From an optimization exercise on the open Yosys and OpenROAD flow, aimed at small area, a short achievable clock period and few clock cycles; shortcuts taken in it are not production practice.
RTL that was checked went through simulation tests only; none was proved equivalent to the original.
Function not checked in run 1: the RTL went through the layout flow alone.
Power and IR drop assume default switching activity.

==> design/flow/design.v <==
package dcache_pkg;
    typedef logic [32-1:0] word_t;
    typedef struct packed {
        logic [26-1:0] tag;
        logic [3-1:0] idx;
        logic                     blkoff;
        logic [1:0]               bytoff;
    } dcache_addr_t;
    typedef struct packed {
        logic                               valid;
        logic                               dirty;
        logic [26-1:0]           tag;
        word_t [2-1:0]      data;
    } dcache_frame_t;
    typedef enum logic [4:0] {
        IDLE,
        WB_ONE,
        WB_TWO,
        FILL_ONE,
        FILL_TWO,
        FLUSH_CHECK,
        FLUSH_ONE,
        FLUSH_TWO,
        DONE
    } ctrl_state_t;
endpackage
module dcache (
    input  logic               CLK,
    input  logic               n_rst,
    input  logic               halt,
    input  logic               dmemREN,
    input  logic               dmemWEN,
    input  dcache_pkg::word_t  dmemaddr,
    input  dcache_pkg::word_t  dmemstore,
    input  logic               dwait,
    input  dcache_pkg::word_t  dload,
    output logic               dhit,
    output dcache_pkg::word_t  dmemload,
    output logic               flushed,
    output logic               dREN,
    output logic               dWEN,
    output dcache_pkg::word_t  daddr,
    output dcache_pkg::word_t  dstore
);
    localparam int TW = 26;
    logic [15:0]          valid, dirty;
    logic [15:0][TW-1:0]  tags;
    logic [15:0][31:0]    dw0, dw1;
    logic [7:0]           lru;
    logic p_idle, p_hit, p_retry, p_wait, p_fscan, p_done;
    logic b_wb0, b_wb1, b_f0, b_f1;
    logic                 dren_r, dwen_r;
    logic [31:0]          dmemload_r, dstore_r, wb1_r;
    logic [29:0]          daddr_r;
    logic                 way_r, upd_r, acc_r;
    logic [TW-1:0]        pm_tag;
    logic [2:0]           pm_idx;
    logic                 pm_way, pm_blk, pm_wr;
    logic                 pm_flush;
    assign dhit     = p_hit;
    assign dmemload = dmemload_r;
    assign flushed  = p_done;
    assign dREN     = dren_r;
    assign dWEN     = dwen_r;
    assign daddr    = {daddr_r, 2'b00};
    assign dstore   = dstore_r;
    logic [TW-1:0] in_tag;
    logic [2:0]    in_idx;
    logic          in_blk;
    logic          req;
    assign in_tag = dmemaddr[31:6];
    assign in_idx = dmemaddr[5:3];
    assign in_blk = dmemaddr[2];
    assign req    = dmemREN | dmemWEN;
    logic busy;
    assign busy = dren_r | dwen_r;
    logic [15:0] vd, f_vd;
    logic        f_any_c, f_go;
    logic [3:0]  f_blk_c;
    logic        f_any, busy_d;
    logic [3:0]  f_blk;
    assign vd   = valid & dirty;
    assign f_go = (!busy && !busy_d) || (pm_flush && b_wb1 && !dwait);
    always_comb begin
        f_vd = vd;
        if (busy && pm_flush) f_vd[{pm_idx, pm_way}] = 1'b0;
        f_any_c = |f_vd;
        f_blk_c = '0;
        for (int k = 15; k >= 0; k--)
            if (f_vd[k]) f_blk_c = 4'(k);
    end
    always_ff @(posedge CLK) begin
        f_any <= f_any_c;
        f_blk <= f_blk_c;
    end
    logic [2:0]    rd_idx;
    logic [TW-1:0] rtag0, rtag1;
    logic [31:0]   r00, r01, r10, r11;    
    assign rd_idx = p_fscan ? f_blk[3:1] : in_idx;
    assign rtag0  = tags[{rd_idx, 1'b0}];
    assign rtag1  = tags[{rd_idx, 1'b1}];
    assign r00    = dw0[{rd_idx, 1'b0}];
    assign r01    = dw1[{rd_idx, 1'b0}];
    assign r10    = dw0[{rd_idx, 1'b1}];
    assign r11    = dw1[{rd_idx, 1'b1}];
    logic [15:0] match;
    always_comb
        for (int k = 0; k < 16; k++)
            match[k] = valid[k] && (tags[k] == in_tag);
    logic h0, h1;
    assign h0 = match[{in_idx, 1'b0}];
    assign h1 = match[{in_idx, 1'b1}];
    logic [7:0] vic_vd;
    always_comb
        for (int i = 0; i < 8; i++)
            vic_vd[i] = lru[i] ? vd[2*i+1] : vd[2*i];
    logic vic, mru, vic_dirty;
    assign vic       = lru[in_idx];
    assign mru       = ~vic;
    assign vic_dirty = vic_vd[in_idx];
    logic conflict, bus_free, hit_ok, miss_ok;
    assign conflict = busy && (in_idx == pm_idx);
    assign bus_free = !busy || (b_f1 && !dwait);
    assign hit_ok   = !conflict && (dmemREN || !busy || b_wb0);
    assign miss_ok  = bus_free && !conflict;
    logic lookup, a_r, a_w, a_m;
    assign lookup = p_idle && !halt && req;
    assign a_r    = lookup && hit_ok && dmemREN;
    assign a_w    = lookup && hit_ok && dmemWEN;
    assign a_m    = lookup && miss_ok;
    logic go_hit, go_retry, go_miss;
    assign go_hit   = ((a_w || (a_r && !mru)) && h0) || ((a_w || (a_r && mru)) && h1);
    assign go_retry = (a_r && mru && h0) || (a_r && !mru && h1);
    assign go_miss  = a_m && !h0 && !h1;
    logic word_in;    
    assign word_in = p_wait && !dwait && ((b_f0 && !pm_blk) || (b_f1 && pm_blk));
    logic fill0_en, fill1_en, hitw_en;
    assign fill0_en = b_f0 && !(pm_wr && !pm_blk);
    assign fill1_en = b_f1 && !(pm_wr &&  pm_blk);
    assign hitw_en  = p_hit && dmemWEN;
    logic [31:0] wval0, wval1;
    assign wval0 = (hitw_en && !in_blk) ? dmemstore : dload;
    assign wval1 = (hitw_en &&  in_blk) ? dmemstore : dload;
    logic [3:0] fill_blk, hit_blk;
    assign fill_blk = {pm_idx, pm_way};
    assign hit_blk  = {in_idx, way_r};
    always_ff @(posedge CLK) begin
        for (int k = 0; k < 16; k++) begin
            if ((fill0_en && fill_blk == 4'(k)) || (hitw_en && !in_blk && hit_blk == 4'(k)))
                dw0[k] <= wval0;
            if ((fill1_en && fill_blk == 4'(k)) || (hitw_en &&  in_blk && hit_blk == 4'(k)))
                dw1[k] <= wval1;
            if (b_f1 && fill_blk == 4'(k))
                tags[k] <= pm_tag;
        end
    end
    always_ff @(posedge CLK, negedge n_rst) begin
        if (!n_rst) begin
            valid <= '0;
            dirty <= '0;
            lru   <= '0;
        end else begin
            if (b_f1 && !pm_flush) begin
                valid[fill_blk] <= 1'b1;
                dirty[fill_blk] <= pm_wr;
            end
            if (acc_r)
                lru[in_idx] <= ~way_r;
            if (p_hit && upd_r && dmemWEN)
                dirty[hit_blk] <= 1'b1;
            if (pm_flush && b_wb1)
                dirty[fill_blk] <= 1'b0;
        end
    end
    always_ff @(posedge CLK, negedge n_rst) begin
        if (!n_rst) begin
            p_idle   <= 1'b1;
            p_hit    <= 1'b0;
            p_retry  <= 1'b0;
            p_wait   <= 1'b0;
            p_fscan  <= 1'b0;
            p_done   <= 1'b0;
            b_wb0    <= 1'b0;
            b_wb1    <= 1'b0;
            b_f0     <= 1'b0;
            b_f1     <= 1'b0;
            dren_r   <= 1'b0;
            dwen_r   <= 1'b0;
            pm_flush <= 1'b0;
            busy_d   <= 1'b0;
        end else begin
            busy_d  <= busy;
            p_hit   <= go_hit || (go_miss && dmemWEN) || p_retry || word_in;
            p_retry <= go_retry;
            p_wait  <= (go_miss && dmemREN) || (p_wait && !word_in);
            p_idle  <= p_hit || (p_idle && !halt && !go_hit && !go_retry && !go_miss);
            p_fscan <= (p_idle && halt) || (p_fscan && !(f_go && !f_any));
            p_done  <= p_done || (p_fscan && f_go && !f_any);
            b_wb0  <= (go_miss && vic_dirty) || (p_fscan && f_go && f_any) || (b_wb0 && dwait);
            b_wb1  <= (b_wb0 && !dwait) || (b_wb1 && dwait);
            b_f0   <= (go_miss && !vic_dirty) || (b_wb1 && !dwait && !pm_flush) || (b_f0 && dwait);
            b_f1   <= (b_f0 && !dwait) || (b_f1 && dwait);
            dwen_r <= (go_miss && vic_dirty) || (p_fscan && f_go && f_any) || b_wb0 ||
                      (b_wb1 && dwait);
            dren_r <= (go_miss && !vic_dirty) || (b_wb1 && !dwait && !pm_flush) || b_f0 ||
                      (b_f1 && dwait);
            if (p_fscan && f_go) pm_flush <= 1'b1;
            else if (go_miss)    pm_flush <= 1'b0;
        end
    end
    always_ff @(posedge CLK) begin
        acc_r <= go_hit || go_retry || go_miss;
        if (p_wait)
            dmemload_r <= dload;
        else if ((p_retry ? way_r : mru))
            dmemload_r <= in_blk ? r11 : r10;
        else
            dmemload_r <= in_blk ? r01 : r00;
        if (p_idle) begin
            way_r      <= h1 || (!h0 && vic);
            upd_r      <= h0 || h1;
        end
        if ((p_idle && bus_free) || (p_fscan && f_go)) begin
            dstore_r <= (p_fscan ? f_blk[0] : vic) ? r10 : r00;
            wb1_r    <= (p_fscan ? f_blk[0] : vic) ? r11 : r01;
        end
        if (p_idle && bus_free) begin
            daddr_r <= {(vic_dirty ? (vic ? rtag1 : rtag0) : in_tag), in_idx, 1'b0};
            pm_tag  <= in_tag;
            pm_idx  <= in_idx;
            pm_way  <= vic;
            pm_blk  <= in_blk;
            pm_wr   <= dmemWEN;
        end
        if (p_fscan && f_go) begin
            daddr_r <= {(f_blk[0] ? rtag1 : rtag0), f_blk[3:1], 1'b0};
            pm_idx  <= f_blk[3:1];
            pm_way  <= f_blk[0];
        end
        if (b_wb0 && !dwait) begin
            daddr_r[0] <= 1'b1;
            dstore_r   <= wb1_r;
        end
        if (b_wb1 && !dwait && !pm_flush) daddr_r <= {pm_tag, pm_idx, 1'b0};
        if (b_f0 && !dwait) daddr_r[0] <= 1'b1;
    end
endmodule
==> design/flow/flow/run.sh <==
#!/bin/bash
# The standard layout (standard.sh: the standard flow's own ORFS run, synthesis included,
# unchanged), with extra ORFS variables, one per line, from flow/make_args.txt:
# a setup slack margin that makes timing repair aim below the design's
# period, sizing free of cell footprints, the port buffer cell, and clock
# tree options. The make output goes to standard_flow.log; ORFS keeps each
# step's own log under orfs/logs.
set -euo pipefail
mapfile -t ARGS < <(grep -v '^\s*$' flow/make_args.txt)
bash standard.sh "${ARGS[@]}" finish > standard_flow.log 2>&1
==> design/flow/flow/make_args.txt <==
SETUP_SLACK_MARGIN=6.6
MATCH_CELL_FOOTPRINT=0
BUFFER_PORTS_ARGS=-buffer_cell sky130_fd_sc_hd__buf_4
CTS_ARGS=-sink_clustering_enable -repair_clock_nets -dont_use_dummy_load -sink_clustering_size 25 -sink_clustering_max_diameter 60
==> design/flow/standard.sh <==
#!/bin/bash
# synth_recipe.tcl (not shown) runs the flow's synth.tcl, then flattens the netlist and writes it again
# the make line also repeats each setting of config.mk as NAME=value (left out here)
make -C /OpenROAD-flow-scripts/flow DESIGN_CONFIG=/design/flow/config.mk WORK_HOME=/design/flow/orfs CLKGATE_MAP_FILE= SYNTH_SCRIPT=/design/flow/synth_recipe.tcl "${@:-finish}"
==> design/flow/config.mk <==
export PLATFORM = sky130hd
export DESIGN_NAME = dcache
export DESIGN_NICKNAME = dcache
export VERILOG_FILES = /design/flow/design.v
export SDC_FILE = /design/flow/constraint.sdc
export NUM_CORES = 4
export LEC_CHECK = 0
export ABC_CLOCK_PERIOD_IN_PS = 2500
export CAP_MARGIN = 20
export CELL_PAD_IN_SITES_DETAIL_PLACEMENT = 0
export CELL_PAD_IN_SITES_GLOBAL_PLACEMENT = 1
export CORE_MARGIN = 2
export CORE_UTILIZATION = 60
export PLACE_DENSITY = 0.7
export SLEW_MARGIN = 20
export TNS_END_PERCENT = 5
==> design/flow/constraint.sdc <==
create_clock -name core_clock -period 10.0 [get_ports {CLK}]
set_input_delay 2.0000 -clock core_clock [delete_from_list [all_inputs] [get_ports {CLK}]]
set_output_delay 2.0000 -clock core_clock [all_outputs]
set_load 0.01 [all_outputs]
==> impl_metrics.tcl, run 1 <==
set metrics [dict create \
    required_ps 10590 \
    antenna_found_initial 17 \
    synth_cell_type_count 68 \
    ys_seq_elements 1660 \
    grt_pass1_vias 40400 \
    maxCapViolations 0 \
    leakagePower_nw 27.6 \
    start_util_pct 60.2 \
    clock.fmax_mhz 249 \
    clockRootBuffer "clkbuf_16" \
    post_dp_cell_area_sq_um 75000 \
    critPathLaunchType "input port" \
    synthTopCellsByArea "edfxtp_1, mux4_2, mux2i_1, xor2_1, xnor2_1" \
    synth_seq_area_share_pct 68.4 \
    die_area_sq_um 123000 \
    tightest_slew_ps 1180 \
    fp-row-count 127 \
    top_level_ports 202 \
    grt_use_total_pct 39.2 \
    wire_per_inst_um 40.8 \
    port_buffers 197 \
    cp-end-kind "flop" \
    hold_buffers 0 \
    crit_path_max_fanout 18 \
    post-synth-top-count-cell "edfxtp_1" \
    htree_levels 4 \
    drt_iter0_markers 7017 \
    antenna_left 0 \
    synth-edff-count 1567 \
    synthCells 3883 \
    num_vias 42200 \
    coreArea_sq_um 119000 \
    num-fill-cells 7540 \
    clock_latency_ps 780 \
    gp_congestion 0.949 \
    cts_tree "yes" \
    die_y_um 350 \
    fin_area_sq_um 83400 \
    syn_avg_cell_area_sq_um 18.5 \
    final_net_count 4355 \
    clk_pin_slew_ps 70 \
    yosysTopAreaCellShare_pct 65.4 \
    netlist_top_cells_count "edfxtp_1, mux4_2, mux2i_1" \
    final_layout_size_suffix_gt1_share_pct 31.6 \
    whs_path_depth 1 \
    rsz0062_at_grt "yes" \
    critical_path_class "input port to flop" \
    synth_top_area_cell "edfxtp_1" \
    die_w_um 350 \
    grt_overflow 0 \
    grt_pass1_wl_um 326000 \
    yosysWarnings 1 \
    wirelength_um 239000 \
    drc_errors 0 \
    routed_via_density 7.20 \
    cts.sink_count 1660 \
    fin_skew_ps 82.0 \
    cp_data_arrival_time_ps 4600 \
    area_growth_pct 15.9 \
    r2r_cells 6 \
    slew_headroom_pct 20.8 \
    period_needed_ps 4010 \
    clockBufferDepth 3 \
    drtPass1Iterations 7 \
    syn_area_sq_um 72000 \
    dp_hpwl_um 130000 \
    cts-buffers-inserted 133 \
    peakVddDrop_uv 189 \
    synth_ff_type "edfxtp_1" \
    tns_ps 0 \
    setup_viol 0 \
    fin_crit_sh_pct 40.1 \
    utilization_pct 69.8 \
    synthArstFlopShare_pct 3.25 \
    final_hold_viol_count 0 \
    outcome "timing/DRC/antenna clean" \
    slew_violations 0 \
    grt_max_degree 60 \
    p_total_mw 13.3 \
    hp-class "flop to flop" \
    p_per_area_nw_per_um2 159 \
]
-- final timing paths --
path / start / to / slack, ps
setup reg to reg: pm_way / dw1[81] / 6610
hold reg to reg: f_any / p_done / 470
setup / recovery: dmemaddr[28] / p_hit / 5990
hold / removal: f_any / p_done / 470
max in group asynchronous: n_rst / dirty[4] / 8170
min in group asynchronous: n_rst / async pin / 1320
-- what timing repair did --
item / in CTS / in global routing
endpoints found under the setup margin: 1633 / 1286
pin swaps: 61 / 24
gates cloned: 71 / 2
buffers inserted: 75 / 43
gates resized for setup: 402 / 89
-- cells by family (layout without fill, tap and decap cells) --
logic type	after synthesis	after routing	share of synthesized area, %
multiplexers	792	792	18.1
AND/OR/NAND/NOR	423	423	2.91
adder cells (fa/ha/maj)	13	13	0.226
other	1	10	0.00521
flip-flops	1660	1660	68.4
AO/OA/AOI/OAI	314	315	2.98
buffers and inverters	254	607	2.21
XOR/XNOR	426	426	5.18
-- cell usage in the layout, fill, tap and decap left out, types with 13 or more instances in the layout --
cell type and instances:
a21oi_1 91, a21oi_2 13, a32o_1 13, buf_12 41, buf_16 28, buf_4 290, buf_6 33, buf_8 19
clkbuf_16 175, dfrtp_1 53, dfxtp_1 38, edfxtp_1 1567, inv_1 15, mux2_2 91, mux2i_1 230, mux2i_2 37
mux2i_4 31, mux4_2 395, nand2_1 77, nand3_1 22, nand4_1 52, nor2_1 115, nor3_1 14, nor4_1 31
nor4_2 16, nor4_4 22, o21a_1 27, o21ai_0 13, o21ai_1 26, o21bai_1 17, o22a_1 23, xnor2_1 172
xor2_1 211, xor2_2 26
-- routing by layer --
metal	GRT usage (%)	share of wire, %	vias up
met3	12.8	15	457
met2	56.8	44	3354
met4	10.9	3.1	12
met5	0	0.033	-
met1	57.9	38	22100
li1	-	-	16200
-- critical path: stages --
cell     delay [ps]
buf_8           220
xor2_1          170
nor4_1          560
nand4_1         180
nor4_1          340
o22ai_2         250
o22ai_4         210
mux2_4          330
a221o_1         310
-- flip-flops by register name (all words and copies together), names as in the netlist, 3 cells and up, named ones only --
register and cells:
pm_idx 3, dmemload_r 32, lru 8, valid 16, dw0 512, dirty 16, pm_tag 26, tags 416
dw1 512, f_blk 4, daddr_r 30, dstore_r 32, wb1_r 32
-- layout make-up --
cell class                      count  area (sq um)  area share (%)
Inverter                           20          93.8           0.113
Antenna cell                        8          20.0          0.0240
Tap cell                         1612          2020            2.42
Sequential cell                  1660         49200            59.0
Clock buffer                      133          3330            3.99
Multi-Input combinational cell   1971         23300            27.9
Timing Repair Buffer              454          5480            6.57
-- where the power goes --
group	internal [mW]	total [mW]	leakage [nW]	switching, mW
clock	2.34	4.62	1.64	2.28
sequential	7.58	7.59	15.1	0.00871
combinational	0.462	1.06	10.9	0.593
total	10.4	13.3	27.6	2.88
-- metrics by stage --
stage / cells / hold WS (ps) / setup WS (ps)
after floorplan: 3884 / 423 / 5900
after global placement: 5521 / 468 / 4040
after detailed placement: 5523 / 462 / 4020
after CTS: 5802 / 464 / 6180
after global routing: 5853 / 478 / 6050
final: 5858 / 469 / 5990
==> run 2: changes to the inputs <==
--- a/design/flow/design.v
+++ b/design/flow/design.v
@@ -54,3 +54,6 @@
     logic [29:0]          daddr_r;
-    logic                 way_r, upd_r, acc_r;
+    logic                 h0_r, h1_r, acc_r;
+    logic [2:0]           lk_idx;
+    logic                 lk_blk, lk_wr, lk_vic;
+    logic                 way_r, upd_r;
     logic [TW-1:0]        pm_tag;
@@ -116,5 +119,12 @@
             vic_vd[i] = lru[i] ? vd[2*i+1] : vd[2*i];
+    logic [15:0] lmatch;
+    always_comb
+        for (int k = 0; k < 16; k++)
+            lmatch[k] = valid[k] && (tags[k][3:0] == in_tag[3:0]);
+    logic lm0, lm1;
+    assign lm0 = lmatch[{in_idx, 1'b0}];
+    assign lm1 = lmatch[{in_idx, 1'b1}];
     logic vic, mru, vic_dirty;
     assign vic       = lru[in_idx];
-    assign mru       = ~vic;
+    assign mru       = (lm0 != lm1) ? lm1 : ~vic;
     assign vic_dirty = vic_vd[in_idx];
@@ -123,12 +133,17 @@
     assign bus_free = !busy || (b_f1 && !dwait);
-    assign hit_ok   = !conflict && (dmemREN || !busy || b_wb0);
+    assign hit_ok   = dmemREN || !busy || b_wb0 || (b_wb1 && in_blk) || (b_f1 && !in_blk);
     assign miss_ok  = bus_free && !conflict;
-    logic lookup, a_r, a_w, a_m;
+    logic ok0, ok1;
+    assign ok0 = !(conflict && !pm_way);
+    assign ok1 = !(conflict &&  pm_way);
+    logic lookup, a_r0, a_r1, a_w0, a_w1, a_m;
     assign lookup = p_idle && !halt && req;
-    assign a_r    = lookup && hit_ok && dmemREN;
-    assign a_w    = lookup && hit_ok && dmemWEN;
+    assign a_r0   = lookup && ok0 && dmemREN;
+    assign a_r1   = lookup && ok1 && dmemREN;
+    assign a_w0   = lookup && ok0 && hit_ok && dmemWEN;
+    assign a_w1   = lookup && ok1 && hit_ok && dmemWEN;
     assign a_m    = lookup && miss_ok;
     logic go_hit, go_retry, go_miss;
-    assign go_hit   = ((a_w || (a_r && !mru)) && h0) || ((a_w || (a_r && mru)) && h1);
-    assign go_retry = (a_r && mru && h0) || (a_r && !mru && h1);
+    assign go_hit   = ((a_w0 || (a_r0 && !mru)) && h0) || ((a_w1 || (a_r1 && mru)) && h1);
+    assign go_retry = (a_r0 && mru && h0) || (a_r1 && !mru && h1);
     assign go_miss  = a_m && !h0 && !h1;
@@ -139,14 +154,16 @@
     assign fill1_en = b_f1 && !(pm_wr &&  pm_blk);
-    assign hitw_en  = p_hit && dmemWEN;
+    assign hitw_en  = p_hit && lk_wr;
     logic [31:0] wval0, wval1;
-    assign wval0 = (hitw_en && !in_blk) ? dmemstore : dload;
-    assign wval1 = (hitw_en &&  in_blk) ? dmemstore : dload;
+    assign wval0 = (hitw_en && !lk_blk) ? dmemstore : dload;
+    assign wval1 = (hitw_en &&  lk_blk) ? dmemstore : dload;
     logic [3:0] fill_blk, hit_blk;
     assign fill_blk = {pm_idx, pm_way};
-    assign hit_blk  = {in_idx, way_r};
+    assign hit_blk  = {lk_idx, way_r};
+    assign way_r = h1_r || (!h0_r && lk_vic);
+    assign upd_r = h0_r || h1_r;
     always_ff @(posedge CLK) begin
         for (int k = 0; k < 16; k++) begin
-            if ((fill0_en && fill_blk == 4'(k)) || (hitw_en && !in_blk && hit_blk == 4'(k)))
+            if ((fill0_en && fill_blk == 4'(k)) || (hitw_en && !lk_blk && hit_blk == 4'(k)))
                 dw0[k] <= wval0;
-            if ((fill1_en && fill_blk == 4'(k)) || (hitw_en &&  in_blk && hit_blk == 4'(k)))
+            if ((fill1_en && fill_blk == 4'(k)) || (hitw_en &&  lk_blk && hit_blk == 4'(k)))
                 dw1[k] <= wval1;
@@ -167,4 +184,4 @@
             if (acc_r)
-                lru[in_idx] <= ~way_r;
-            if (p_hit && upd_r && dmemWEN)
+                lru[lk_idx] <= ~way_r;
+            if (p_hit && upd_r && lk_wr)
                 dirty[hit_blk] <= 1'b1;
@@ -207,3 +224,2 @@
             if (p_fscan && f_go) pm_flush <= 1'b1;
-            else if (go_miss)    pm_flush <= 1'b0;
         end
@@ -219,4 +235,8 @@
         if (p_idle) begin
-            way_r      <= h1 || (!h0 && vic);
-            upd_r      <= h0 || h1;
+            h0_r       <= h0;
+            h1_r       <= h1;
+            lk_idx     <= in_idx;
+            lk_blk     <= in_blk;
+            lk_wr      <= dmemWEN;
+            lk_vic     <= vic;
         end
--- a/design/flow/config.mk
+++ b/design/flow/config.mk
@@ -7,3 +7,2 @@
 export LEC_CHECK = 0
-export ABC_CLOCK_PERIOD_IN_PS = 2500
 export CAP_MARGIN = 20
@@ -12,4 +11,4 @@
 export CORE_MARGIN = 2
-export CORE_UTILIZATION = 60
-export PLACE_DENSITY = 0.7
+export CORE_UTILIZATION = 62
+export PLACE_DENSITY = 0.74
 export SLEW_MARGIN = 20
==> run 2 against run 1 <==
Net effect:
- clock-buffer cell count decreased by 13
- largest power group unchanged
- still clean
- sequential power about the same
- first-iteration DRC count shrank 14%
- critical path type unchanged
- core utilization rose by 1.2 points
==> impl_metrics.tcl, run 2 <==
set metrics [dict create \
    outcome "timing/DRC/antenna clean" \
    synthTopCellsByArea "edfxtp_1, mux4_2, mux2i_1, xor2_1, xnor2_1" \
    slew_headroom_pct 16.8 \
    rrSetupSlack_ps 6220 \
    ys_seq_elements 1666 \
    top_layer "met5" \
    rr_startpoint "p_fscan" \
    htree_levels 3 \
    clock_latency_ps 740 \
    fin_crit_sh_pct 39.6 \
    p_total_mw 12.9 \
    die_w_um 345 \
    leakagePower_nw 27.3 \
    die_area_sq_um 119000 \
    tns_ps 0 \
    grt_use_total_pct 36.0 \
    drt_iter0_markers 6015 \
    netlist_top_cells_count "edfxtp_1, mux4_2, mux2i_1" \
    final_cell_mix "edfxtp_1, mux4_2, buf_4, mux2i_1, xor2_1" \
    synth_cell_type_count 81 \
    wire_per_inst_um 36.9 \
    cts-buffers-inserted 120 \
    final_net_count 4478 \
    synth_ff_type "edfxtp_1" \
    gp_congestion 0.927 \
    synth_seq_area_share_pct 68.3 \
    clockRootBuffer "clkbuf_16" \
    start_util_pct 62.4 \
    cts_tree "yes" \
    clk_pin_slew_ps 70 \
    period_needed_ps 3960 \
    r2r_cells 10 \
    peakVddDrop_uv 160 \
    synth_top_area_cell "edfxtp_1" \
    fp-row-count 125 \
    critical_path.startpoint "dmemaddr[7]" \
    final_common_cell "edfxtp_1" \
    synth-edff-count 1573 \
    critPathLaunchType "input port" \
    maxCapViolations 0 \
    top_level_ports 202 \
    rsz0062_at_grt "yes" \
    final_layout_size_suffix_gt1_share_pct 27.4 \
    area_growth_pct 13.8 \
    grt_overflow 0 \
    syn_area_sq_um 72300 \
    antenna_left 0 \
    p_per_area_nw_per_um2 157 \
    synthArstFlopShare_pct 3.24 \
    grt_pass1_wl_um 300000 \
    wl_met3_um 21900 \
    coreArea_sq_um 116000 \
    post-synth-top-count-cell "edfxtp_1" \
    drc_errors 0 \
    crit_path_end "dmemload_r[11]" \
    yosysWarnings 1 \
    dp_hpwl_um 122000 \
    num_vias 41100 \
    critical_path_class "input port to flop" \
    synthCells 4043 \
    routed_via_density 6.98 \
    clockBufferDepth 3 \
    wirelength_um 217000 \
    final_hold_viol_count 0 \
    cp_data_arrival_time_ps 4600 \
    setup_viol 0 \
    cp-end-kind "flop" \
    drtPass1Iterations 6 \
    die_y_um 345 \
    met2WireLength_um 104000 \
    fin_skew_ps 94.4 \
    hold_buffers 0 \
    tightest_slew_ps 1230 \
    fin_cells 5887 \
    hp-class "flop to flop" \
    placed_cells 5652 \
    r2r-end "daddr_r[28]" \
    antenna_found_initial 8 \
    required_ps 10640 \
    grt_max_degree 73 \
    syn_avg_cell_area_sq_um 17.9 \
    slew_violations 0 \
    crit_path_max_fanout 8 \
    yosysTopAreaCellShare_pct 65.3 \
    clock.fmax_mhz 252 \
    drt-met1-wl_um 81500 \
    port_buffers 197 \
    grt_pass1_vias 39700 \
    cts.sink_count 1666 \
    reg_top3 "dw0 (512), dw1 (512), tags (416)" \
]
[run 2: cell count changes in the layout (fill, tap and decap cells not counted), moves of 25 or more]
| cell | delta |
|---|---|
| buf_4 | +38 |
| clkbuf_16 | -25 |
| inv_1 | +26 |
| mux2_2 | -52 |
| mux2i_1 | +66 |
| nand2_1 | +102 |
| o21a_1 | -26 |
| o21ai_0 | +63 |
| o22ai_4 | +27 |
[run 2: layout make-up]
type	instances	area, sq um
fill	7348	33600
tap	1524	1910
antenna	2	5.00
clock buffer	120	3000
timing repair buffer	434	4640
multi-input combinational	2097	23200
inverter	44	173
sequential	1666	49400
[run 2: logic make-up after synthesis]
logic type / count (synthesis) / synth area share, %
fa+ha+maj: 13 / 0.225
simple gates: 571 / 3.76
flops: 1666 / 68.3
other cells: 1 / 0.00519
compound gates: 314 / 2.65
buf+inv: 285 / 2.17
xor+xnor: 425 / 5.18
mux: 768 / 17.7
[run 2: worst min path at each step]
stage / startpoint / end / slack (ps) / cells past startpoint
CTS: p_done / p_done / 470 / 1
floorplan: valid[2] / valid[2] / 450 / 1
finish: p_done / p_done / 480 / 1
global route: p_done / p_done / 490 / 1
detailed placement: p_done / p_done / 460 / 1
global placement: p_done / p_done / 450 / 1
[run 2: critical path, stage by stage]
cell	delay (ps)
buf_16	130
xnor2_4	120
nand3b_1	180
or2_4	270
o211a_1	170
o211ai_1	210
o211ai_1	120
buf_4	180
o221a_4	360
buf_12	190
buf_12	140
mux4_2	340
mux2i_1	170
[run 2: power by group]
group | internal, mW | switching [mW] | total (mW)
clock | 2.10 | 2.21 | 4.31
combinational | 0.434 | 0.538 | 0.972
sequential | 7.61 | 0.00999 | 7.62
total | 10.1 | 2.76 | 12.9
[run 2: through the flow]
stage,worst slack (ps),hold WS (ps),util [%],area [sq um]
floorplan,5970,449,-,72500
global placement,4010,450,65.6,76000
detailed placement,3980,459,65.6,76000
CTS,6140,473,70.2,81300
global route,6030,487,71.0,82300
finish,6040,477,71.0,82300
[run 2: repair_timing]
| item | in CTS | in global routing |
|---|---|---|
| gates resized for setup | 229 | 87 |
| gates cloned | 32 | 9 |
| setup endpoints to repair | 235 | 244 |
| pin swaps | 26 | 17 |
| setup buffers | 46 | 26 |
[run 2: layer usage]
| layer | vias to the layer above | global-route usage, % |
|---|---|---|
| met5 | - | 0 |
| met4 | 10 | 14.2 |
| met3 | 428 | 5.60 |
| met2 | 2573 | 57.3 |
| met1 | 21500 | 51.0 |
| li1 | 16500 | - |
Testbench counts of run 2, summed over its fixed seeds: cycles 16,860.
==> run 3: changes to the inputs <==
--- a/design/flow/config.mk
+++ b/design/flow/config.mk
@@ -11,4 +11,4 @@
 export CORE_MARGIN = 2
-export CORE_UTILIZATION = 62
-export PLACE_DENSITY = 0.74
+export CORE_UTILIZATION = 55
+export PLACE_DENSITY = 0.68
 export SLEW_MARGIN = 20
==> run 3 against run 2 <==
Net effect:
- still clean on timing, DRC and antenna
- worst setup slack improved by 140 ps
- clock-buffer cell count increased by 16
- register-to-register slack improved by 300 ps
- critical path depth decreased by 4
- global-route usage decreased by 2.6 points
- critical path type unchanged
- non-clock buffer count increased by 48
- combinational power increased by 8%
==> impl_metrics.tcl, run 3 <==
set metrics [dict create \
    outcome "timing/DRC/antenna clean" \
    final_cell_mix "edfxtp_1, mux4_2, buf_4, mux2i_1, xor2_1" \
    cts_tree "yes" \
    r2r_cells 9 \
    antenna_found_initial 5 \
    synthCells 4043 \
    switchingPower_mw 2.87 \
    dp_hpwl_um 127000 \
    die_w_um 367 \
    synth_cell_type_count 81 \
    grt_pass1_wl_um 313000 \
    rrSetupSlack_ps 6520 \
    grt_pass1_vias 40600 \
    leakagePower_nw 28.0 \
    seqPwrFrac_pct 57.1 \
    required_ps 10500 \
    p_total_mw 13.4 \
    maxCapViolations 0 \
    wirelength_um 229000 \
    peakVddDrop_uv 196 \
    synth_ff_type "edfxtp_1" \
    post-synth-top-count-cell "edfxtp_1" \
    netlist_top_cells_count "edfxtp_1, mux4_2, mux2i_1" \
    rr_startpoint "pm_way" \
    synth_seq_area_share_pct 68.3 \
    area_growth_pct 16.6 \
    tightest_slew_ps 1160 \
    syn_area_sq_um 72300 \
    final_common_cell "edfxtp_1" \
    coreArea_sq_um 131000 \
    critPathLaunchType "input port" \
    drc_errors 0 \
    multi_input_area_sq_um 23800 \
    final_hold_viol_count 0 \
    cp-end-kind "flop" \
    final_net_count 4543 \
    grt_max_degree 69 \
    power.share.clock_pct 35.1 \
    grt_use_total_pct 33.5 \
    clock.fmax_mhz 262 \
    p_int_mw 10.5 \
    crit_path_max_fanout 7 \
    seq_area_sq_um 49400 \
    slew_violations 0 \
    clockBufferDepth 3 \
    clockRootBuffer "clkbuf_16" \
    top_level_ports 202 \
    hold_buffers 0 \
    place_ws_ps 3950 \
    cts-buffers-inserted 136 \
    antenna_left 0 \
    port_buffers 197 \
    die_y_um 367 \
    p_comb_share_pct 7.8 \
    num-fill-cells 8924 \
    reg_top3 "dw0 (512), dw1 (512), tags (416)" \
    syn_avg_cell_area_sq_um 17.9 \
    min_to "p_done" \
    cts.sink_count 1666 \
    fin_skew_ps 60.9 \
    die_area_sq_um 134000 \
    synth_top_area_cell "edfxtp_1" \
    critical_path_class "input port to flop" \
    final_layout_size_suffix_gt1_share_pct 30.0 \
    setup_viol 0 \
    fin_crit_sh_pct 38.2 \
    hp-class "flop to flop" \
    tns_ps 0 \
    clk_pin_slew_ps 70 \
    synthTopCellsByArea "edfxtp_1, mux4_2, mux2i_1, xor2_1, xnor2_1" \
    drtPass1Iterations 5 \
    clock_latency_ps 800 \
    r2r-end "f_any" \
    grt_overflow 0 \
    cp_data_arrival_time_ps 4330 \
    synth-edff-count 1573 \
    critical_path.startpoint "dmemaddr[4]" \
    fp-row-count 133 \
    p_per_area_nw_per_um2 158 \
    drt_iter0_markers 5312 \
    hp-start "p_done" \
    start_util_pct 55.2 \
    period_needed_ps 3820 \
    routed_via_density 6.68 \
    yosysWarnings 1 \
    diodes 0 \
    gp_congestion 0.906 \
    rsz0062_at_grt "yes" \
    whs_path_depth 1 \
    synthArstFlopShare_pct 3.24 \
    worst_slack_ps 6180 \
    yosysTopAreaCellShare_pct 65.3 \
    ys_seq_elements 1666 \
    swShare_pct 21.5 \
    htree_levels 4 \
    slew_headroom_pct 22.5 \
    wire_per_inst_um 37.0 \
    num_vias 41300 \
]
==> run 3: changes by cell type in the layout (fill, tap and decap cells not counted), moves of 9 or more <==
cell,previous run,this run
buf_4,328,351
mux2i_4,13,39
a21oi_2,2,12
o21ai_0,76,67
mux2i_1,296,264
clkbuf_16,150,177
nor4_4,6,15
xnor2_1,167,155
==> run 3: area by class of cell <==
type | instances | area share, %
flip-flops and latches | 1666 | 58.6
multi-input cells | 2098 | 28.2
repair buffers | 482 | 6.34
clock buffers | 136 | 4.04
well taps | 1755 | 2.60
inverters | 44 | 0.200
==> run 3: per-stage QoR <==
| stage | hold WS (ps) | cells | cell area (sq um) | util (%) |
|---|---|---|---|---|
| after floorplan | 449 | 4044 | 72500 | - |
| after global placement | 451 | 5873 | 76300 | 58.2 |
| after detailed placement | 457 | 5875 | 76300 | 58.3 |
| after CTS | 471 | 6098 | 83000 | 63.3 |
| after global routing | 498 | 6181 | 84300 | 64.4 |
| final | 470 | 6181 | 84300 | 64.4 |
==> run 3: worst max path at each step <==
stage                                end  slack [ps]  depth (start not counted)
final                        dstore_r[0]        6180                          9
after global routing      dmemload_r[22]        6120                         13
after CTS                 dmemload_r[25]        6340                         12
after detailed placement     daddr_r[28]        3950                         10
after global placement       daddr_r[28]        3920                         10
after floorplan                    p_hit        5970                         11
==> run 3: kinds of logic (layout without fill, tap and decap cells) <==
group | after synthesis | after routing | synth area share [%]
AO/OA/AOI/OAI | 314 | 315 | 2.65
flip-flops | 1666 | 1666 | 68.3
AND/OR/NAND/NOR | 571 | 571 | 3.76
XOR/XNOR | 425 | 425 | 5.18
multiplexers | 768 | 772 | 17.7
adder cells (fa/ha/maj) | 13 | 13 | 0.225
other | 1 | 2 | 0.00519
buffers and inverters | 285 | 662 | 2.17
==> run 3: critical path, stage by stage <==
cell       delay, ps
buf_16           130
mux2_8           380
buf_12           190
clkbuf_16        190
buf_12           130
mux4_2           410
mux2i_1          500
mux2_2           290
a21oi_1           70
==> run 3: repair_timing <==
item,CTS,global route
setup endpoints to repair,229,633
cloned,41,19
pin swaps,43,26
setup buffers,46,59
hold endpoints to repair,0,0
resized for setup,368,66
==> run 3: power by group through the flow <==
stage	registers [mW]	clock network, mW	logic (mW)
finish	7.62	4.69	1.05
global placement	7.77	0	0.811
detailed placement	7.77	0	0.823
global route	7.62	4.98	1.09
floorplan	7.78	0	0.535
CTS	7.62	4.73	0.980
==> run 3: per-layer routing <==
metal,wire length (um),vias up,global-route usage (%)
met5,37,-,0
met4,9160,6,12.1
met3,19600,389,5.42
met2,112000,2195,54.8
met1,87700,22100,45.9
li1,-,16700,-
==> run 4: changes to the inputs <==
--- a/design/flow/flow/make_args.txt
+++ b/design/flow/flow/make_args.txt
@@ -1,2 +1,2 @@
-SETUP_SLACK_MARGIN=6.6
+SETUP_SLACK_MARGIN=7.2
 MATCH_CELL_FOOTPRINT=0
--- a/design/flow/config.mk
+++ b/design/flow/config.mk
@@ -14,2 +14,2 @@
 export SLEW_MARGIN = 20
-export TNS_END_PERCENT = 5
+export TNS_END_PERCENT = 0
==> run 4 against run 3 <==
Net effect:
- routed wire length decreased by 4.8%
- area after synthesis unchanged
- non-clock buffer count decreased by 88
- critical path depth increased by 1
- clock power decreased by 0.9%
- maximum frequency decreased by 0.76%
- first-iteration DRC count decreased by 8.1%
- worst setup slack got worse by 29 ps
- synthesized cell count unchanged
- total power decreased by 1.2%
- global-route usage decreased by 0.97 points
- die area unchanged
- largest power group unchanged
==> impl_metrics.tcl, run 4 <==
set metrics [dict create \
    clock.fmax_mhz 260 \
    htree_levels 4 \
    tightest_slew_ps 1190 \
    drt_iter0_markers 4882 \
    top_level_ports 202 \
    setup_viol 0 \
    synthCells 4043 \
    routed_via_density 6.61 \
    critical_path.startpoint "dmemaddr[28]" \
    rsz0062_at_grt "yes" \
    slew_violations 0 \
    num_vias 40200 \
    utilization_pct 62.6 \
    power.share.clock_pct 35.2 \
    final_net_count 4453 \
    num-fill-cells 9271 \
    die_y_um 367 \
    p_per_area_nw_per_um2 161 \
    synth_ff_type "edfxtp_1" \
    synth_cell_type_count 81 \
    cp-end-kind "flop" \
    tns_ps 0 \
    maxCapViolations 0 \
    critical_path_class "input port to flop" \
    antenna_left 0 \
    fin_skew_ps 66.6 \
    grt_overflow 0 \
    grt_max_degree 77 \
    outcome "timing/DRC/antenna clean" \
    r2r-end "dmemload_r[17]" \
    critPathLaunchType "input port" \
    seqPwrFrac_pct 57.8 \
    synthArstFlopShare_pct 3.24 \
    r2r_cells 8 \
    syn_area_sq_um 72300 \
    cts_tree "yes" \
    port_buffers 197 \
    netlist_top_cells_count "edfxtp_1, mux4_2, mux2i_1" \
    grt_pass1_wl_um 306000 \
    yosysWarnings 1 \
    fp-row-count 133 \
    rrSetupSlack_ps 6190 \
    cts-buffers-inserted 135 \
    crit_path_end "p_hit" \
    clockRootBuffer "clkbuf_16" \
    slew_headroom_pct 20.9 \
    p_comb_share_pct 7.0 \
    wire_per_inst_um 35.7 \
    start_util_pct 55.2 \
    cp_data_arrival_time_ps 4470 \
    reg_top3 "dw0 (512), dw1 (512), tags (416)" \
    coreArea_sq_um 131000 \
    antenna_found_initial 5 \
    yosysTopAreaCellShare_pct 65.3 \
    area_growth_pct 13.4 \
    required_ps 10620 \
    hp-class "flop to flop" \
    final_hold_viol_count 0 \
    cts.sink_count 1666 \
    dp_hpwl_um 128000 \
    gp_congestion 0.908 \
    drtPass1Iterations 8 \
    final_common_cell "edfxtp_1" \
    post-synth-top-count-cell "edfxtp_1" \
    grt_use_total_pct 32.5 \
    grt_pass1_vias 40300 \
    synthTopCellsByArea "edfxtp_1, mux4_2, mux2i_1, xor2_1, xnor2_1" \
    die_w_um 367 \
    syn_avg_cell_area_sq_um 17.9 \
    crit_path_max_fanout 18 \
    clock_latency_ps 780 \
    die_area_sq_um 134000 \
    p_int_mw 10.4 \
    wirelength_um 218000 \
    ys_seq_elements 1666 \
    final_cell_mix "edfxtp_1, mux4_2, buf_4, mux2i_1, xor2_1" \
    fin_crit_sh_pct 38.5 \
    rr_startpoint "p_fscan" \
    final_layout_size_suffix_gt1_share_pct 26.7 \
    synth_seq_area_share_pct 68.3 \
    clk_pin_slew_ps 50 \
    swShare_pct 21.2 \
    leakagePower_nw 27.1 \
    switchingPower_mw 2.80 \
    period_needed_ps 3850 \
    peakVddDrop_uv 176 \
    clockBufferDepth 3 \
    synth_top_area_cell "edfxtp_1" \
    synth-edff-count 1573 \
    drc_errors 0 \
]
-- run 4: what timing repair did --
action,in CTS,in global routing
hold buffers,0,0
pin swaps,27,7
gates resized for setup,229,25
endpoints found under the setup margin,1612,1643
cloned,26,1
setup buffers,38,5
-- run 4: worst max-delay path: stages --
cell and delay [ps]:
buf_6 240, xor2_2 280, nor4_1 150, and4b_1 250
o2bb2ai_1 150, mux4_2 600, o211ai_1 240, a21oi_2 90
a211o_1 230, a211o_1 230
-- run 4: area by class of cell --
cell class | count | area, sq um | share of cell area [%]
diodes | 1 | 2.50 | 0.00305
clock buffers | 135 | 3380 | 4.12
repair buffers | 394 | 3960 | 4.83
inverters | 44 | 169 | 0.206
flip-flops and latches | 1666 | 49400 | 60.2
well taps | 1755 | 2200 | 2.68
multi-input cells | 2097 | 22900 | 28.0
-- run 4: worst min path at each step --
stage | endpoint | startpoint | cells past startpoint
6_report | p_done | p_done | 1
5_1_grt | p_done | p_done | 1
4_1_cts | p_done | p_done | 1
3_5_place_dp | p_done | p_done | 1
3_3_place_gp | p_done | p_done | 1
2_1_floorplan | valid[2] | valid[2] | 1
-- run 4: metrics by stage --
stage	std cells	power [mW]	hold WS [ps]	area, sq um	setup slack, ps
after floorplan	4044	8.31	449	72500	5970
after global placement	5878	8.58	445	76300	3870
after detailed placement	5882	8.60	450	76300	3900
after CTS	6081	13.2	460	81700	6240
after global routing	6091	13.6	482	82000	6150
final	6092	13.2	460	82000	6150
-- run 4: routing by layer --
| layer | GRT usage [%] | vias up | part of all wire [%] |
|---|---|---|---|
| met1 | 45.0 | 21300 | 39 |
| met3 | 5.15 | 416 | 8.1 |
| li1 | - | 16500 | - |
| met5 | 0 | - | 0.028 |
| met2 | 52.6 | 2065 | 49 |
| met4 | 12.2 | 10 | 4.1 |
-- run 4: power by group through the flow --
stage | Combinational [mW] | Clock, mW | Sequential, mW
after floorplan | 0.535 | 0 | 7.78
after global placement | 0.811 | 0 | 7.77
after detailed placement | 0.826 | 0 | 7.77
after CTS | 0.917 | 4.71 | 7.62
after global routing | 0.979 | 4.96 | 7.62
final | 0.928 | 4.65 | 7.62
-- run 4: kinds of logic after synthesis --
kind of cell	share of synthesized area [%]
AND/OR/NAND/NOR	3.76
AO/OA/AOI/OAI	2.65
other	0.00519
flip-flops	68.3
adder cells (fa/ha/maj)	0.225
multiplexers	17.7
XOR/XNOR	5.18
buffers and inverters	2.17
==> run 5: changes to the inputs <==
--- a/design/flow/flow/make_args.txt
+++ b/design/flow/flow/make_args.txt
@@ -1,2 +1,2 @@
-SETUP_SLACK_MARGIN=7.2
+SETUP_SLACK_MARGIN=6.6
 MATCH_CELL_FOOTPRINT=0
==> run 5 against run 4 <==
Net effect:
- still clean on timing, DRC and antenna
- clock-buffer cell count is the same
- synthesized cell count is the same
- final cell count is the same
- flip-flop and latch count is the same
- total power is the same
==> impl_metrics.tcl, run 5 <==
set metrics [dict create \
    grt_max_degree 77 \
    switchingPower_mw 2.80 \
    die_w_um 367 \
    antenna_found_initial 5 \
    synth_seq_area_share_pct 68.3 \
    antenna_left 0 \
    critPathLaunchType "input port" \
    reg_top3 "dw0 (512), dw1 (512), tags (416)" \
    p_per_area_nw_per_um2 161 \
    power.share.clock_pct 35.2 \
    crit_path_max_fanout 18 \
    synth_ff_type "edfxtp_1" \
    die_y_um 367 \
    swShare_pct 21.2 \
    clockRootBuffer "clkbuf_16" \
    final_net_count 4453 \
    worst_slack_ps 6150 \
    cp_data_arrival_time_ps 4470 \
    routed_via_density 6.61 \
    netlist_top_cells_count "edfxtp_1, mux4_2, mux2i_1" \
    port_buffers 197 \
    synthTopCellsByArea "edfxtp_1, mux4_2, mux2i_1, xor2_1, xnor2_1" \
    hp-class "flop to flop" \
    peakVddDrop_uv 176 \
    cts.sink_count 1666 \
    fp-row-count 133 \
    drt_iter0_markers 4882 \
    leakagePower_nw 27.1 \
    gp_congestion 0.908 \
    cts-buffers-inserted 135 \
    synthCells 4043 \
    final_common_cell "edfxtp_1" \
    multi_input_area_sq_um 22900 \
    die_area_sq_um 134000 \
    synth_cell_type_count 81 \
    dp_hpwl_um 128000 \
    num-fill-cells 9271 \
    fin_skew_ps 66.6 \
    num_vias 40200 \
    p_int_mw 10.4 \
    final_layout_size_suffix_gt1_share_pct 26.7 \
    grt_use_total_pct 32.5 \
    cp-end-kind "flop" \
    clock_latency_ps 780 \
    top_level_ports 202 \
    syn_avg_cell_area_sq_um 17.9 \
    slew_violations 0 \
    grt_overflow 0 \
    synth_top_area_cell "edfxtp_1" \
    start_util_pct 55.2 \
    coreArea_sq_um 131000 \
    wirelength_um 218000 \
    yosysWarnings 1 \
    grt_pass1_vias 40300 \
    clock.fmax_mhz 260 \
    required_ps 10620 \
    setup_viol 0 \
    area_growth_pct 13.4 \
    yosysTopAreaCellShare_pct 65.3 \
    grt_pass1_wl_um 306000 \
    wire_per_inst_um 35.7 \
    ys_seq_elements 1666 \
    cts_tree "yes" \
    maxCapViolations 0 \
    synthArstFlopShare_pct 3.24 \
    outcome "timing/DRC/antenna clean" \
    rsz0062_at_grt "yes" \
    htree_levels 4 \
    period_needed_ps 3850 \
    final_hold_viol_count 0 \
    seqPwrFrac_pct 57.8 \
    drc_errors 0 \
    clockBufferDepth 3 \
    slew_headroom_pct 20.9 \
    fin_crit_sh_pct 38.5 \
    final_cell_mix "edfxtp_1, mux4_2, buf_4, mux2i_1, xor2_1" \
    synth-edff-count 1573 \
    critical_path_class "input port to flop" \
    post-synth-top-count-cell "edfxtp_1" \
    tns_ps 0 \
    syn_area_sq_um 72300 \
    tightest_slew_ps 1190 \
    drtPass1Iterations 8 \
    p_comb_share_pct 7.0 \
    seq_area_sq_um 49400 \
    clk_pin_slew_ps 50 \
    place_ws_ps 3900 \
]
-- run 5: cell counts in the layout (fill, tap and decap cells not counted) --
No cell type changed its count.
-- run 5: power by group through the flow --
stage          Combinational, mW  Sequential (mW)  Clock [mW]
2_1_floorplan              0.535             7.78           0
3_3_place_gp               0.811             7.77           0
3_5_place_dp               0.826             7.77           0
4_1_cts                    0.917             7.62        4.71
5_1_grt                    0.979             7.62        4.96
6_report                   0.928             7.62        4.65
-- run 5: metal layers --
metal  share of wire [%]  track usage [%]  routed length [um]
met5               0.028                0                  62
met4                 4.1             12.2                8930
met3                 8.1             5.15               17700
met2                  49             52.6              106000
met1                  39             45.0               85400
-- run 5: path summary, 6_finish.rpt --
path	from	to	slack, ps	cells past startpoint
min in group asynchronous	n_rst	lru[2]	1310	1
min reg2reg	p_done	p_done	460	1
min	p_done	p_done	460	1
max	dmemaddr[28]	p_hit	6150	10
max in group asynchronous	n_rst	p_wait	8110	1
max reg2reg	p_fscan	dmemload_r[17]	6190	8
-- run 5: timing repair --
action,CTS,global route
endpoints found under the hold margin,0,0
buffers inserted,38,5
hold buffers,0,0
pin swaps,27,7
setup endpoints to repair,220,494
cloned,26,1
resized for setup,229,25
-- run 5: final cells by class --
cell class	instances	share of cell area, %
well taps	1755	2.68
inverters	44	0.206
repair buffers	394	4.83
diodes	1	0.00305
flip-flops and latches	1666	60.2
clock buffers	135	4.12
multi-input cells	2097	28.0
-- run 5: critical path, stage by stage --
cell and delay (ps):
buf_6 240, xor2_2 280, nor4_1 150, and4b_1 250, o2bb2ai_1 150, mux4_2 600
o211ai_1 240, a21oi_2 90, a211o_1 230, a211o_1 230
-- run 5: metrics by stage --
step	power (mW)	cell area, sq um	hold WS (ps)	std cells	util, %
4_1_cts	13.2	81700	460	6081	62.4
3_3_place_gp	8.58	76300	445	5878	58.2
3_5_place_dp	8.60	76300	450	5882	58.3
5_1_grt	13.6	82000	482	6091	62.6
6_report	13.2	82000	460	6092	62.6
2_1_floorplan	8.31	72500	449	4044	-
-- run 5: logic make-up (layout without fill, tap and decap cells) --
| group | Yosys count | count (layout) | share of synthesized area [%] |
|---|---|---|---|
| flops | 1666 | 1666 | 68.3 |
| mux | 768 | 772 | 17.7 |
| simple gates | 571 | 571 | 3.76 |
| xor+xnor | 425 | 425 | 5.18 |
| other cells | 1 | 3 | 0.00519 |
| fa+ha+maj | 13 | 13 | 0.225 |
| buf+inv | 285 | 573 | 2.17 |
| compound gates | 314 | 314 | 2.65 |
==> run 6: changes to the inputs <==
--- a/design/flow/config.mk
+++ b/design/flow/config.mk
@@ -11,4 +11,4 @@
 export CORE_MARGIN = 2
-export CORE_UTILIZATION = 55
-export PLACE_DENSITY = 0.68
+export CORE_UTILIZATION = 50
+export PLACE_DENSITY = 0.64
 export SLEW_MARGIN = 20
==> run 6 against run 5 <==
Net effect:
- still clean
- via count fell by 1.1%
- critical path depth did not move
- non-clock buffer count rose by 22
- sequential share of layout area fell by 0.83 points
- critical endpoint is now dmemload_r[11]
- largest power group unchanged
==> impl_metrics.tcl, run 6 <==
set metrics [dict create \
    slew_violations 0 \
    required_ps 10600 \
    synthTopCellsByArea "edfxtp_1, mux4_2, mux2i_1, xor2_1, xnor2_1" \
    hp-start "p_done" \
    synth-edff-count 1573 \
    drc_errors 0 \
    whs_path_depth 1 \
    htree_levels 4 \
    critPathLaunchType "input port" \
    yosysWarnings 1 \
    coreArea_sq_um 144000 \
    antenna_left 0 \
    rsz0062_at_grt "yes" \
    num_vias 39800 \
    hold_ws_ps 470 \
    netlist_top_cells_count "edfxtp_1, mux4_2, mux2i_1" \
    multi_input_area_sq_um 23300 \
    syn_area_sq_um 72300 \
    fin_cells 6267 \
    r2r-end "dmemload_r[11]" \
    tightest_slew_ps 1140 \
    setup_viol 0 \
    maxCapViolations 0 \
    diodes 0 \
    cts.sink_count 1666 \
    place_ws_ps 3780 \
    gp_congestion 0.889 \
    die_area_sq_um 148000 \
    grt_overflow 0 \
    fin_skew_ps 80.2 \
    r2r_cells 9 \
    die_y_um 384 \
    ys_seq_elements 1666 \
    clockRootBuffer "clkbuf_16" \
    yosysTopAreaCellShare_pct 65.3 \
    final_layout_size_suffix_gt1_share_pct 27.9 \
    worst_slack_ps 6150 \
    synthCells 4043 \
    top_level_ports 202 \
    final_net_count 4481 \
    clk_pin_slew_ps 60 \
    grt_use_total_pct 30.4 \
    crit_path_max_fanout 6 \
    rr_startpoint "p_fscan" \
    antenna_found_initial 0 \
    hp-class "flop to flop" \
    synth_cell_type_count 81 \
    outcome "timing/DRC/antenna clean" \
    clockBufferDepth 3 \
    critical_path_class "input port to flop" \
    synth_seq_area_share_pct 68.3 \
    final_cell_mix "edfxtp_1, mux4_2, buf_4, mux2i_1, xor2_1" \
    synthArstFlopShare_pct 3.24 \
    period_needed_ps 3850 \
    clock.fmax_mhz 260 \
    slew_headroom_pct 23.7 \
    rrSetupSlack_ps 6390 \
    die_w_um 384 \
    cts_tree "yes" \
    cp_data_arrival_time_ps 4450 \
    wire_per_inst_um 35.7 \
    clock_latency_ps 800 \
    syn_avg_cell_area_sq_um 17.9 \
    post_dp_cell_area_sq_um 76600 \
    fp-row-count 139 \
    grt_pass1_wl_um 310000 \
    hold_buffers 0 \
    dp_hpwl_um 129000 \
    wirelength_um 223000 \
    cp-end-kind "flop" \
    synth_top_area_cell "edfxtp_1" \
    final_common_cell "edfxtp_1" \
    tns_ps 0 \
    grt_max_degree 69 \
    min_to "p_done" \
    drt_iter0_markers 4563 \
    fin_crit_sh_pct 38.5 \
    port_buffers 197 \
    fin_area_sq_um 83100 \
    synth_ff_type "edfxtp_1" \
    leakagePower_nw 27.4 \
    routed_via_density 6.35 \
    p_per_area_nw_per_um2 162 \
    cts-buffers-inserted 142 \
    grt_pass1_vias 39500 \
    num-fill-cells 11100 \
    drtPass1Iterations 16 \
    start_util_pct 50.3 \
    reg_top3 "dw0 (512), dw1 (512), tags (416)" \
    final_hold_viol_count 0 \
    placed_cells 6040 \
    peakVddDrop_uv 140 \
    seq_area_sq_um 49400 \
    post-synth-top-count-cell "edfxtp_1" \
    area_growth_pct 15.0 \
]
[run 6: worst max-delay path by stage]
stage / slack, ps / cells past startpoint / from / to
finish: 6150 / 10 / dmemaddr[4] / dmemload_r[11]
global route: 6140 / 12 / dmemaddr[9] / dmemload_r[30]
CTS: 6300 / 11 / dmemaddr[4] / daddr_r[12]
detailed placement: 3780 / 10 / dmemaddr[4] / daddr_r[12]
global placement: 3780 / 10 / dmemaddr[4] / daddr_r[12]
floorplan: 5970 / 11 / dmemaddr[6] / p_hit
[run 6: layout make-up]
cell class                      count  area share, %
Timing Repair Buffer              416           5.26
Inverter                           44          0.208
Clock buffer                      142           4.27
Sequential cell                  1666           59.4
Multi-Input combinational cell   2096           28.0
Tap cell                         1903           2.86
[run 6: power by group]
part / switching [mW] / total, mW / leakage (nW) / internal, mW
Combinational: 0.546 / 0.980 / 10.4 / 0.434
Clock: 2.34 / 4.84 / 1.75 / 2.50
Sequential: 0.00958 / 7.62 / 15.2 / 7.61
[run 6: routing by layer]
metal	global-route usage, %	wire length [um]	part of all wire, %	vias to the layer above
met1	43.0	93900	42	21500
met2	49.6	109000	49	1519
met3	4.18	13500	6.0	307
li1	-	-	-	16500
met4	9.23	7130	3.2	0
met5	0	0	0	-
[run 6: critical path: stages]
cell and delay (ps):
buf_16 120, mux2_8 380, buf_16 200, clkbuf_16 170, buf_12 150, buf_4 130, mux4_2 440, mux2i_2 320
mux4_2 390, mux2i_1 100
[run 6: kinds of logic after synthesis]
| logic type | Yosys count | share of synthesized area (%) |
|---|---|---|
| adder cells (fa/ha/maj) | 13 | 0.225 |
| multiplexers | 768 | 17.7 |
| AND/OR/NAND/NOR | 571 | 3.76 |
| AO/OA/AOI/OAI | 314 | 2.65 |
| buffers and inverters | 285 | 2.17 |
| XOR/XNOR | 425 | 5.18 |
| other | 1 | 0.00519 |
| flip-flops | 1666 | 68.3 |
[run 6: metrics by stage]
step | total power [mW] | util, %
5_1_grt | 13.8 | 57.9
2_1_floorplan | 8.31 | -
6_report | 13.4 | 57.9
3_5_place_dp | 8.61 | 53.3
4_1_cts | 13.5 | 57.7
3_3_place_gp | 8.61 | 53.3
[run 6: timing repair]
item                                   4_1_cts  5_1_grt
gates resized for setup                    340       13
gates cloned                                31        3
endpoints found under the hold margin        0        0
setup endpoints to repair                  529      657
buffers inserted                            41        9
pin swaps                                   28        4
==> run 7: changes to the inputs <==
==> design/flow/flow/make_args.txt (replaced) <==
SETUP_SLACK_MARGIN=6.6
MATCH_CELL_FOOTPRINT=0
BUFFER_PORTS_ARGS=-buffer_cell sky130_fd_sc_hd__buf_4
CTS_ARGS=-sink_clustering_enable -repair_clock_nets -dont_use_dummy_load -sink_clustering_size 12 -sink_clustering_max_diameter 40 -root_buf sky130_fd_sc_hd__clkbuf_16 -buf_list sky130_fd_sc_hd__clkbuf_8
--- a/design/flow/config.mk
+++ b/design/flow/config.mk
@@ -11,4 +11,4 @@
 export CORE_MARGIN = 2
-export CORE_UTILIZATION = 50
-export PLACE_DENSITY = 0.64
+export CORE_UTILIZATION = 55
+export PLACE_DENSITY = 0.68
 export SLEW_MARGIN = 20
==> run 7 against run 6 <==
Net effect:
- sequential share of layout area grew 1.2 points
- die area shrank 9.0%
- clock-buffer cell count grew 71
==> impl_metrics.tcl, run 7 <==
set metrics [dict create \
    outcome "timing/DRC/antenna clean" \
    cp-end-kind "flop" \
    rr_startpoint "pm_way" \
    num_vias 40700 \
    antenna_found_initial 3 \
    hp-class "flop to flop" \
    synth_ff_type "edfxtp_1" \
    die_w_um 367 \
    hold_ws_ps 462 \
    min_to "p_done" \
    clockRootBuffer "clkbuf_16" \
    synth-edff-count 1573 \
    die_y_um 367 \
    fp-row-count 133 \
    period_needed_ps 3890 \
    cp_data_arrival_time_ps 4520 \
    r2r_cells 10 \
    grt_pass1_vias 40800 \
    grt_overflow 0 \
    fin_crit_sh_pct 38.9 \
    yosysWarnings 1 \
    slew_headroom_pct 22.7 \
    dp_hpwl_um 128000 \
    clockBufferDepth 3 \
    leakagePower_nw 26.9 \
    grt_pass1_wl_um 307000 \
    maxCapViolations 0 \
    seq_area_sq_um 49400 \
    critPathLaunchType "input port" \
    multi_input_area_sq_um 22900 \
    tns_ps 0 \
    final_common_cell "edfxtp_1" \
    critical_path_class "input port to flop" \
    p_per_area_nw_per_um2 156 \
    final_cell_mix "edfxtp_1, mux4_2, buf_4, mux2i_1, xor2_1" \
    synth_top_area_cell "edfxtp_1" \
    hp-start "p_done" \
    clk_pin_slew_ps 50 \
    synthCells 4043 \
    drc_errors 0 \
    p_int_mw 9.90 \
    seqPwrFrac_pct 60.0 \
    r2r-end "f_any" \
    final_net_count 4527 \
    syn_area_sq_um 72300 \
    synth_seq_area_share_pct 68.3 \
    whs_path_depth 1 \
    wire_per_inst_um 35.8 \
    required_ps 10630 \
    die_area_sq_um 134000 \
    gp_congestion 0.908 \
    cts-buffers-inserted 213 \
    drt_iter0_markers 4757 \
    coreArea_sq_um 131000 \
    cts.sink_count 1666 \
    p_comb_share_pct 7.3 \
    final_layout_size_suffix_gt1_share_pct 27.8 \
    rrSetupSlack_ps 6420 \
    clock_latency_ps 800 \
    clock.fmax_mhz 257 \
    setup_viol 0 \
    routed_via_density 6.60 \
    grt_max_degree 77 \
    area_growth_pct 12.8 \
    netlist_top_cells_count "edfxtp_1, mux4_2, mux2i_1" \
    power.share.clock_pct 32.7 \
    syn_avg_cell_area_sq_um 17.9 \
    top_level_ports 202 \
    swShare_pct 22.1 \
    post-synth-top-count-cell "edfxtp_1" \
    start_util_pct 55.2 \
    slew_violations 0 \
    rsz0062_at_grt "yes" \
    drtPass1Iterations 5 \
    hold_buffers 0 \
    switchingPower_mw 2.81 \
    antenna_left 0 \
    synthArstFlopShare_pct 3.24 \
    htree_levels 4 \
    fin_skew_ps 108 \
    crit_path_max_fanout 18 \
    reg_top3 "dw0 (512), dw1 (512), tags (416)" \
    grt_use_total_pct 32.6 \
    peakVddDrop_uv 137 \
    port_buffers 197 \
    synth_cell_type_count 81 \
    final_hold_viol_count 0 \
    yosysTopAreaCellShare_pct 65.3 \
    num-fill-cells 9359 \
    tightest_slew_ps 1150 \
    ys_seq_elements 1666 \
    cts_tree "yes" \
    wirelength_um 221000 \
    synthTopCellsByArea "edfxtp_1, mux4_2, mux2i_1, xor2_1, xnor2_1" \
]
run 7: logic make-up (layout without fill, tap and decap cells):
| logic type | Yosys count | count (layout) | synth area share (%) |
|---|---|---|---|
| buffers and inverters | 285 | 647 | 2.17 |
| and+or+nand+nor | 571 | 571 | 3.76 |
| other | 1 | 3 | 0.00519 |
| muxes | 768 | 772 | 17.7 |
| xor gates and xnor gates | 425 | 425 | 5.18 |
| DFF | 1666 | 1666 | 68.3 |
| adders and majority gates | 13 | 13 | 0.225 |
| AOI/OAI and AO/OA | 314 | 314 | 2.65 |
run 7: final cells by class:
cell class                      count  area share, %
Tap cell                         1755           2.69
Clock buffer                      213           3.61
Timing Repair Buffer              390           4.81
Multi-Input combinational cell   2097           28.1
Antenna cell                        1        0.00307
Sequential cell                  1666           60.5
Inverter                           44          0.207
run 7: worst max-delay path by stage:
stage	from	to
6_report	dmemaddr[29]	p_hit
5_1_grt	dmemaddr[7]	dmemload_r[30]
4_1_cts	dmemaddr[4]	dmemload_r[24]
3_5_place_dp	dmemaddr[4]	dmemload_r[31]
3_3_place_gp	dmemaddr[4]	dmemload_r[31]
2_1_floorplan	dmemaddr[6]	p_hit
run 7: repair_timing:
item	4_1_cts	5_1_grt
buffers inserted	36	2
pin swaps	25	4
endpoints found under the hold margin	0	0
cloned	25	3
endpoints found under the setup margin	225	391
gates resized for setup	217	32
run 7: stage by stage:
stage	setup slack [ps]	utilization, %	area (sq um)	cells	power, mW
CTS	6250	62.0	81200	6156	12.8
finish	6110	62.3	81500	6166	12.7
global route	6160	62.3	81500	6165	13.1
global placement	3870	58.2	76300	5878	8.58
floorplan	5970	-	72500	4044	8.31
detailed placement	3900	58.3	76300	5882	8.60
run 7: critical path, cell delays in order:
cell	delay [ps]
buf_4	330
xor2_1	150
nor4_2	380
nand4_1	360
o22ai_1	260
mux4_2	460
nor3_2	110
and2_1	170
a211o_1	270
run 7: power by group through the flow:
stage	combinational (mW)	clock [mW]	sequential [mW]
6_report	0.931	4.15	7.62
5_1_grt	0.979	4.48	7.62
4_1_cts	0.915	4.23	7.62
3_5_place_dp	0.826	0	7.77
3_3_place_gp	0.811	0	7.77
2_1_floorplan	0.535	0	7.78
run 7: metal layers:
metal | up-vias | GRT usage, % | routed length, um
li1 | 16600 | - | -
met1 | 21600 | 45.3 | 87800
met2 | 2101 | 53.3 | 108000
met3 | 368 | 5.17 | 17000
met4 | 6 | 11.0 | 7430
met5 | - | 0 | 42

## separate check: timing with driven ports
Ports are ideal in the flow. The routed layouts listed here were re-timed in OpenROAD. Step 1 assumes that a clkbuf_16 drives the clock port and a buf_2 every other input. Step 2, shift: input delay + t, output delay - t, t = (earliest + latest rising clock arrival at the registers) / 2. This alone moves slack from input paths to output paths. Slacks: ideal / step 1 / step 2; pairs: ideal / step 1.
run	shift t [ns]	slack for setup (ns)	slew at the worst register clock pin (ns)	cell pins on the clock port's net
run 1	0.821	5.987 / 5.970 / 5.149	0.09 / 0.09	1
run 2	0.777	6.038 / 5.966 / 5.189	0.10 / 0.10	1
run 3	0.840	6.177 / 6.066 / 5.226	0.09 / 0.09	1
run 4	0.830	6.148 / 6.024 / 5.194	0.09 / 0.09	1
run 5	0.830	6.148 / 6.024 / 5.194	0.09 / 0.09	1
run 6	0.845	6.151 / 6.093 / 5.248	0.09 / 0.09	1
run 7	0.836	6.107 / 5.974 / 5.139	0.08 / 0.08	1
After both steps every run listed still meets setup and hold. The setup slack of run 7, which loses most, moves by -0.133 ns with the drivers and by -0.968 ns with both steps.
